This design comes from an exercise in tuning for small area, a short achievable clock period and few clock cycles per item on the open sky130 flow, not from production work.
In this exercise RTL edits were held to simulation tests only and were not proved equivalent to the original.
The flow treats the clock pin as an ideal source, which a real chip does not have.
No activity file was given, so power comes from the tool's default toggle rates.

== job 3259 ==
==> flow/design.v <==
`timescale 1ns / 1ps
package cwmq_pkg;
    localparam int RING_DEPTH_DEF  = 64;
    localparam int MAX_WAITERS_DEF = 8;
    localparam int CHAR_W    = 8;
    localparam int ID_W      = 32;
    localparam int STATUS_W  = 3;
    localparam int CHARS_W   = 6;
    localparam int WAITERS_W = 4;
    localparam logic [STATUS_W-1:0] ST_DELIVERED = 3'd0;
    localparam logic [STATUS_W-1:0] ST_QUEUED    = 3'd1;
    localparam logic [STATUS_W-1:0] ST_DROPPED   = 3'd2;
    localparam logic [STATUS_W-1:0] ST_WAITER    = 3'd3;
    localparam logic [STATUS_W-1:0] ST_DUPLICATE = 3'd4;
    localparam logic [STATUS_W-1:0] ST_FULL      = 3'd5;
    localparam logic [STATUS_W-1:0] ST_IGNORED   = 3'd6;
    localparam logic MODE_CHAR = 1'b0;
    localparam logic MODE_WAIT = 1'b1;
endpackage
`timescale 1ns / 1ps
import cwmq_pkg::*;
module cwmq_ring (
    input  logic               i_clk,
    input  logic               i_rst_n,
    input  logic               i_put,
    input  logic               i_take,
    input  logic [CHAR_W-1:0]  i_data,
    output logic               o_empty,
    output logic               o_full,
    output logic [CHARS_W-1:0] o_count,
    output logic [CHARS_W-1:0] o_count_inc,
    output logic [CHARS_W-1:0] o_count_dec,
    output logic [CHAR_W-1:0]  o_head
);
    logic [CHAR_W-1:0]  r_mem [63];
    logic [5:0]         r_wp, r_rp1;
    logic [CHAR_W-1:0]  r_head;
    logic [CHARS_W-1:0] r_count;
    logic               r_full;
    always_ff @(posedge i_clk) begin
        if (!i_rst_n) begin
            r_rp1   <= 6'd1;
            r_wp    <= '0;
            r_count <= '0;
            r_full  <= 1'b0;
        end else begin
            if (i_put) r_wp <= (r_wp == 6'd62) ? 6'd0 : r_wp + 1'b1;
            if (i_take) begin
                r_rp1 <= (r_rp1 == 6'd62) ? 6'd0 : r_rp1 + 1'b1;
            end
            if (i_put) begin
                r_count <= o_count_inc;
                r_full  <= (r_count == 6'd62);
            end else if (i_take) begin
                r_count <= o_count_dec;
                r_full  <= 1'b0;
            end
        end
    end
    always_ff @(posedge i_clk) begin
        if (!o_full) begin
            r_mem[r_wp] <= i_data;
        end
    end
    always_ff @(posedge i_clk) begin
        if (i_take) begin
            r_head <= r_mem[r_rp1];
        end else if (o_empty) begin
            r_head <= i_data;
        end
    end
    assign o_empty     = (r_count == '0);
    assign o_full      = r_full;
    assign o_count     = r_count;
    assign o_count_inc = r_count + 1'b1;
    assign o_count_dec = r_count - 1'b1;
    assign o_head      = r_head;
endmodule
`timescale 1ns / 1ps
import cwmq_pkg::*;
module char_waiter_matching_queue_unit (
    input  logic                 i_clk,
    input  logic                 i_rst_n,
    input  logic                 i_req_valid,
    output logic                 o_req_ready,
    input  logic                 i_req_mode,
    input  logic [CHAR_W-1:0]    i_req_char_value,
    input  logic [ID_W-1:0]      i_req_waiter_id,
    output logic                 o_rsp_valid,
    input  logic                 i_rsp_ready,
    output logic                 o_rsp_delivered,
    output logic [ID_W-1:0]      o_rsp_dest_client,
    output logic [CHAR_W-1:0]    o_rsp_char_out,
    output logic [STATUS_W-1:0]  o_rsp_status,
    output logic [CHARS_W-1:0]   o_rsp_chars_held,
    output logic [WAITERS_W-1:0] o_rsp_waiters_held
);
    localparam int NW = MAX_WAITERS_DEF;
    localparam int RW = ID_W + CHAR_W + STATUS_W + CHARS_W + WAITERS_W;
    logic              r_v1;
    logic              r_mode;
    logic [CHAR_W-1:0] r_cv;
    logic [ID_W-1:0]   r_id;
    logic              r_cnz, r_inz;
    logic [MAX_WAITERS_DEF-1:0] r_match_lo, r_match_hi;
    logic              r_ready;
    logic          r_q0v, r_q1v;
    logic [RW-1:0] r_q0, r_q1;
    logic [ID_W-1:0] r_wmem [NW];
    logic [2:0]      r_whead, r_wtail;
    logic [3:0]      r_wcnt;
    logic [NW-1:0]   r_wvalid;
    logic w_go, w_ld;
    logic               w_put, w_take;
    logic               w_rempty, w_rfull;
    logic [CHARS_W-1:0] w_rcnt, w_rcnt_inc, w_rcnt_dec;
    logic [CHAR_W-1:0]  w_rhead;
    cwmq_ring u_ring (
        .i_clk      (i_clk),
        .i_rst_n    (i_rst_n),
        .i_put      (w_put),
        .i_take     (w_take),
        .i_data     (r_cv),
        .o_empty    (w_rempty),
        .o_full     (w_rfull),
        .o_count    (w_rcnt),
        .o_count_inc(w_rcnt_inc),
        .o_count_dec(w_rcnt_dec),
        .o_head     (w_rhead)
    );
    assign w_go        = r_v1 && !(r_q0v && r_q1v);
    assign w_ld        = r_ready;
    assign o_req_ready = r_ready;
    localparam int HW = ID_W / 2;
    logic          w_dup, w_cnz, w_inz, w_wempty, w_wfull;
    logic [NW-1:0] w_cmatch_lo, w_cmatch_hi;
    logic          w_same_lo, w_same_hi;
    assign w_same_lo = (i_req_waiter_id[HW-1:0] == r_id[HW-1:0]);
    assign w_same_hi = (i_req_waiter_id[ID_W-1:HW] == r_id[ID_W-1:HW]);
    always_comb begin
        for (int k = 0; k < NW; k++) begin
            if ((3'(k) == r_wtail) && !w_wfull) begin
                w_cmatch_lo[k] = w_same_lo;
                w_cmatch_hi[k] = w_same_hi;
            end else begin
                w_cmatch_lo[k] = (r_wmem[k][HW-1:0] == i_req_waiter_id[HW-1:0]);
                w_cmatch_hi[k] = (r_wmem[k][ID_W-1:HW] == i_req_waiter_id[ID_W-1:HW]);
            end
        end
    end
    logic [NW-1:0] w_wvalid, w_hit;
    assign w_wvalid = r_wvalid;
    assign w_hit    = w_wvalid & r_match_lo & r_match_hi;
    assign w_dup    = |w_hit;
    assign w_cnz    = r_cnz;
    assign w_inz    = r_inz;
    assign w_wempty = (r_wcnt == 4'd0);
    assign w_wfull  = r_wcnt[3];
    logic [ID_W-1:0]      n_dest;
    logic [CHAR_W-1:0]    n_cout;
    logic [STATUS_W-1:0]  n_status;
    logic [CHARS_W-1:0]   n_chars;
    logic [WAITERS_W-1:0] n_waiters;
    logic                 w_wpop, w_wpush;
    always_comb begin
        w_put     = 1'b0;
        w_take    = 1'b0;
        w_wpop    = 1'b0;
        w_wpush   = 1'b0;
        n_dest    = '0;
        n_cout    = '0;
        n_status  = ST_IGNORED;
        n_chars   = w_rcnt;
        n_waiters = r_wcnt;
        if (r_mode == MODE_CHAR) begin
            if (!w_cnz) begin
                n_status = ST_IGNORED;
            end else if (!w_wempty) begin
                w_wpop    = w_go;
                n_dest    = r_wmem[r_whead];
                n_cout    = r_cv;
                n_status  = ST_DELIVERED;
                n_waiters = r_wcnt - 1'b1;
            end else if (w_rfull) begin
                n_status = ST_DROPPED;
            end else begin
                w_put    = w_go;
                n_status = ST_QUEUED;
                n_chars  = w_rcnt_inc;
            end
        end else if (!w_inz) begin
            n_status = ST_IGNORED;
        end else if (!w_rempty) begin
            w_take   = w_go;
            n_dest   = r_id;
            n_cout   = w_rhead;
            n_status = ST_DELIVERED;
            n_chars  = w_rcnt_dec;
        end else if (w_dup) begin
            n_status = ST_DUPLICATE;
        end else if (w_wfull) begin
            n_status = ST_FULL;
        end else begin
            w_wpush   = w_go;
            n_status  = ST_WAITER;
            n_waiters = r_wcnt + 1'b1;
        end
    end
    logic [RW-1:0] w_res;
    assign w_res = {n_dest, n_cout, n_status, n_chars, n_waiters};
    logic w_pop, w_q0v_n, w_q1v_n, w_v1_n;
    assign w_pop   = r_q0v && i_rsp_ready;
    assign w_q0v_n = r_q1v || w_go || (r_q0v && !i_rsp_ready);
    assign w_q1v_n = (r_q1v && !i_rsp_ready) || (w_go && r_q0v && !(w_pop && !r_q1v));
    assign w_v1_n  = w_ld ? i_req_valid : r_v1;
    always_ff @(posedge i_clk) begin
        if (!i_rst_n) begin
            r_v1    <= 1'b0;
            r_q0v   <= 1'b0;
            r_q1v   <= 1'b0;
            r_ready <= 1'b1;
            r_whead <= '0;
            r_wtail <= '0;
            r_wcnt  <= '0;
            r_wvalid <= '0;
        end else begin
            if (w_ld) r_v1 <= i_req_valid;
            if (w_wpop) begin
                r_whead <= r_whead + 1'b1;
                r_wcnt  <= r_wcnt - 1'b1;
                r_wvalid[r_whead] <= 1'b0;
            end
            if (w_wpush) begin
                r_wtail <= r_wtail + 1'b1;
                r_wcnt  <= r_wcnt + 1'b1;
                r_wvalid[r_wtail] <= 1'b1;
            end
            r_q0v   <= w_q0v_n;
            r_q1v   <= w_q1v_n;
            r_ready <= !w_v1_n || !(w_q0v_n && w_q1v_n);
        end
    end
    always_ff @(posedge i_clk) begin
        if (w_ld) begin
            r_mode <= i_req_mode;
            r_cv   <= i_req_char_value;
            r_id   <= i_req_waiter_id;
            r_cnz  <= |i_req_char_value;
            r_inz  <= |i_req_waiter_id;
            r_match_lo <= w_cmatch_lo;
            r_match_hi <= w_cmatch_hi;
        end
    end
    always_ff @(posedge i_clk) begin
        if (!w_wfull) begin
            r_wmem[r_wtail] <= r_id;
        end
    end
    logic r_q0d;
    always_ff @(posedge i_clk) begin
        if (!i_rst_n) begin
            r_q0  <= '0;
            r_q0d <= 1'b0;
        end else if (!r_q0v || i_rsp_ready) begin
            r_q0  <= r_q1v ? r_q1 : w_res;
            r_q0d <= r_q1v ? (r_q1[CHARS_W+WAITERS_W +: STATUS_W] == ST_DELIVERED)
                           : (n_status == ST_DELIVERED);
        end
        if (!r_q1v || i_rsp_ready) begin
            r_q1 <= w_res;
        end
    end
    assign o_rsp_valid = r_q0v;
    assign {o_rsp_dest_client, o_rsp_char_out, o_rsp_status, o_rsp_chars_held,
            o_rsp_waiters_held} = r_q0;
    assign o_rsp_delivered = r_q0d;
endmodule
==> flow/config.mk <==
export PLATFORM = sky130hd
export DESIGN_NAME = char_waiter_matching_queue_unit
export DESIGN_NICKNAME = char_waiter_matching_queue_unit
export VERILOG_FILES = /design/flow/design.v
export SDC_FILE = /design/flow/constraint.sdc
export NUM_CORES = 4
export LEC_CHECK = 0
export CAP_MARGIN = 20
export CORE_MARGIN = 2
export CORE_UTILIZATION = 55
export CTS_CLUSTER_DIAMETER = 100
export CTS_CLUSTER_SIZE = 24
export SLEW_MARGIN = 20
==> flow/constraint.sdc <==
create_clock -name core_clock -period 8.0 [get_ports {i_clk}]
set_input_delay 1.6000 -clock core_clock [delete_from_list [all_inputs] [get_ports {i_clk}]]
set_output_delay 1.6000 -clock core_clock [all_outputs]
set_load 0.01 [all_outputs]
standard.sh (not shown) runs the stock make flow with config.mk's settings and CLKGATE_MAP_FILE= SYNTH_SCRIPT=/design/flow/synth_recipe.tcl, a recipe that flattens the netlist after the stock synthesis.
==> flow/flow/run.sh <==
#!/bin/bash
set -euo pipefail
export CLOCK_PORT_NET=i_clk
export PRE_CTS_TCL="$PWD/flow/cts_root.tcl"
bash standard.sh SETUP_SLACK_MARGIN=5.5 finish > flow_make.log 2>&1
==> flow/flow/cts_root.tcl <==
rename clock_tree_synthesis my_tritoncts
proc clock_tree_synthesis { args } {
  my_tritoncts {*}$args
  set block [ord::get_db_block]
  set port_net [$block findNet $::env(CLOCK_PORT_NET)]
  set drivers {}
  foreach it [$port_net getITerms] { lappend drivers [$it getInst] }
  if { [llength $drivers] != 1 } {
    puts "cts_root: clock port drives [llength $drivers] cells, tree left as built"
    return
  }
  set root [lindex $drivers 0]
  set out_net ""
  foreach it [$root getITerms] {
    if { [$it isOutputSignal] } { set out_net [$it getNet] }
  }
  set loads {}
  foreach it [$out_net getITerms] {
    if { [$it isInputSignal] } { lappend loads $it }
  }
  if { [llength $loads] > 4 || [llength [$out_net getBTerms]] > 0 } {
    puts "cts_root: root buffer drives [llength $loads] pins, tree left as built"
    return
  }
  puts "cts_root: removing [$root getName], port now drives [llength $loads] buffers"
  foreach it $loads {
    $it disconnect
    $it connect $port_net
  }
  odb::dbInst_destroy $root
  odb::dbNet_destroy $out_net
}
Job 3259 finished all stages; the layout is clean.
Testbench counts of job 3259, summed over its fixed seeds: cycles 4,816, items 4,800.
> inputs changed (job 3259 -> job 8446)
- swapping 55 for 40 in CORE_UTILIZATION
==> flow/flow/run.sh <==
#!/bin/bash
# Standard layout, with timing repair aiming for a setup slack of 5.5 ns
# at the design's 8 ns clock. All make and tool output goes to flow_make.log;
# ORFS keeps each step's own log under orfs/logs/.
set -euo pipefail
bash standard.sh SETUP_SLACK_MARGIN=5.5 finish > flow_make.log 2>&1
removed: flow/flow/cts_root.tcl
## What came out
The final layout from job 8446, which completed every stage, passed the timing, design-rule and antenna checks at the end of the flow. Delta (job 8446 minus job 3259): wire length of the first global-routing pass has increased, measured slew at the worst slew-check pin has increased, core footprint has increased, power has increased, routed wire length on met3 has increased. Setup slack after placement on job 8446 is down relative to job 3259. More vias were needed by job 8446 than by job 3259. Required time reported for the critical path endpoint in job 8446 is 1.79 ns below job 3259. On core utilization: between job 3259 and job 8446, it ends up lower for job 8446.
Edits applied to the flow inputs when going from job 8446 to job 8799:
==> flow/flow/run.sh <==
#!/bin/bash
set -euo pipefail
export CLOCK_PORT_NET=i_clk
export PRE_CTS_TCL="$PWD/flow/cts_root.tcl"
bash standard.sh SETUP_SLACK_MARGIN=5.4 finish > flow_make.log 2>&1
==> flow/flow/cts_root.tcl (new file) <==
rename clock_tree_synthesis my_tritoncts
proc clock_tree_synthesis { args } {
  my_tritoncts {*}$args
  set block [ord::get_db_block]
  set port_net [$block findNet $::env(CLOCK_PORT_NET)]
  set drivers {}
  foreach it [$port_net getITerms] { lappend drivers [$it getInst] }
  if { [llength $drivers] != 1 } {
    puts "cts_root: clock port drives [llength $drivers] cells, tree left as built"
    return
  }
  set root [lindex $drivers 0]
  set out_net ""
  foreach it [$root getITerms] {
    if { [$it isOutputSignal] } { set out_net [$it getNet] }
  }
  set loads {}
  foreach it [$out_net getITerms] {
    if { [$it isInputSignal] } { lappend loads $it }
  }
  if { [llength $loads] > 4 || [llength [$out_net getBTerms]] > 0 } {
    puts "cts_root: root buffer drives [llength $loads] pins, tree left as built"
    return
  }
  puts "cts_root: removing [$root getName], port now drives [llength $loads] buffers"
  foreach it $loads {
    $it disconnect
    $it connect $port_net
  }
  odb::dbInst_destroy $root
  odb::dbNet_destroy $out_net
}
Notes after the runs:
Diff job 8446 -> job 8799: share of the clock period used by the worst path after layout now smaller, cell area now smaller, number of optimization iterations in the first detailed-route pass now smaller.
> inputs changed (job 8799 -> job 3164)
- setting PLACE_DENSITY to 0.45 for the first time
Notes after the runs:
- Job 3164 ran to completion and came out clean on the timing, design-rule and antenna checks.
- Sort job 8799 and job 3164 by average wire length per cell after detail routing desc -> top: job 3164
- The final reports for job 3164 and job 8799 show routed via count lower in the former.
- Job 8799 vs job 3164, slowest cell on the critical path: mux4_2 vs nor4_4
- Going from job 8799 to job 3164, DRC violation total after the first TritonRoute iteration went down by about 30%; global routing usage summed across all routing layers went up by 2.4 points; final design area excluding fillers went up by about 0.43%; smallest hold slack was more or less identical; net count reported at finish went up by 9.
- Summary: with job 8799 as the reference, leakage power figure in job 3164 moved up slightly.
- The largest stage delay on the critical path of job 3164 is lower than that of job 8799.
- Job 3164 improves on job 8799 in register-to-register slack.
- Job 3164 vs job 8799: buffers inserted during post-CTS setup optimization down

afterwards: timing with drivers on the ports:
No port has a modelled driver above. Below, the same layouts with a new extraction and two added sets of constraints.
Step 1 (the two cells are an assumption about what drives the block):
set clk [get_ports {i_clk}]
set_driving_cell -lib_cell sky130_fd_sc_hd__clkbuf_16 $clk
set_driving_cell -lib_cell sky130_fd_sc_hd__buf_2 [delete_from_list [all_inputs] $clk]
Step 2 also shifts input and output timing later by t, the mid clock arrival at the registers, as if the neighbouring blocks saw the same clock.
a / b / c = ideal ports / drivers / drivers and shift; a / b = the first two.
run | t, ns | slack for setup (ns) | cell pins on the clock port's net
job 3259 | 0.562 | 5.323 / 5.289 / 5.040 | 4
job 8446 | 0.722 | 5.160 / 5.090 / 4.856 | 1
job 8799 | 0.586 | 5.347 / 5.232 / 4.928 | 4
job 3164 | 0.599 | 5.382 / 5.241 / 4.905 | 4
After both steps every run listed still meets setup and hold. The setup slack of job 3164, which loses most, moves by -0.141 ns with the drivers and by -0.477 ns with both steps.
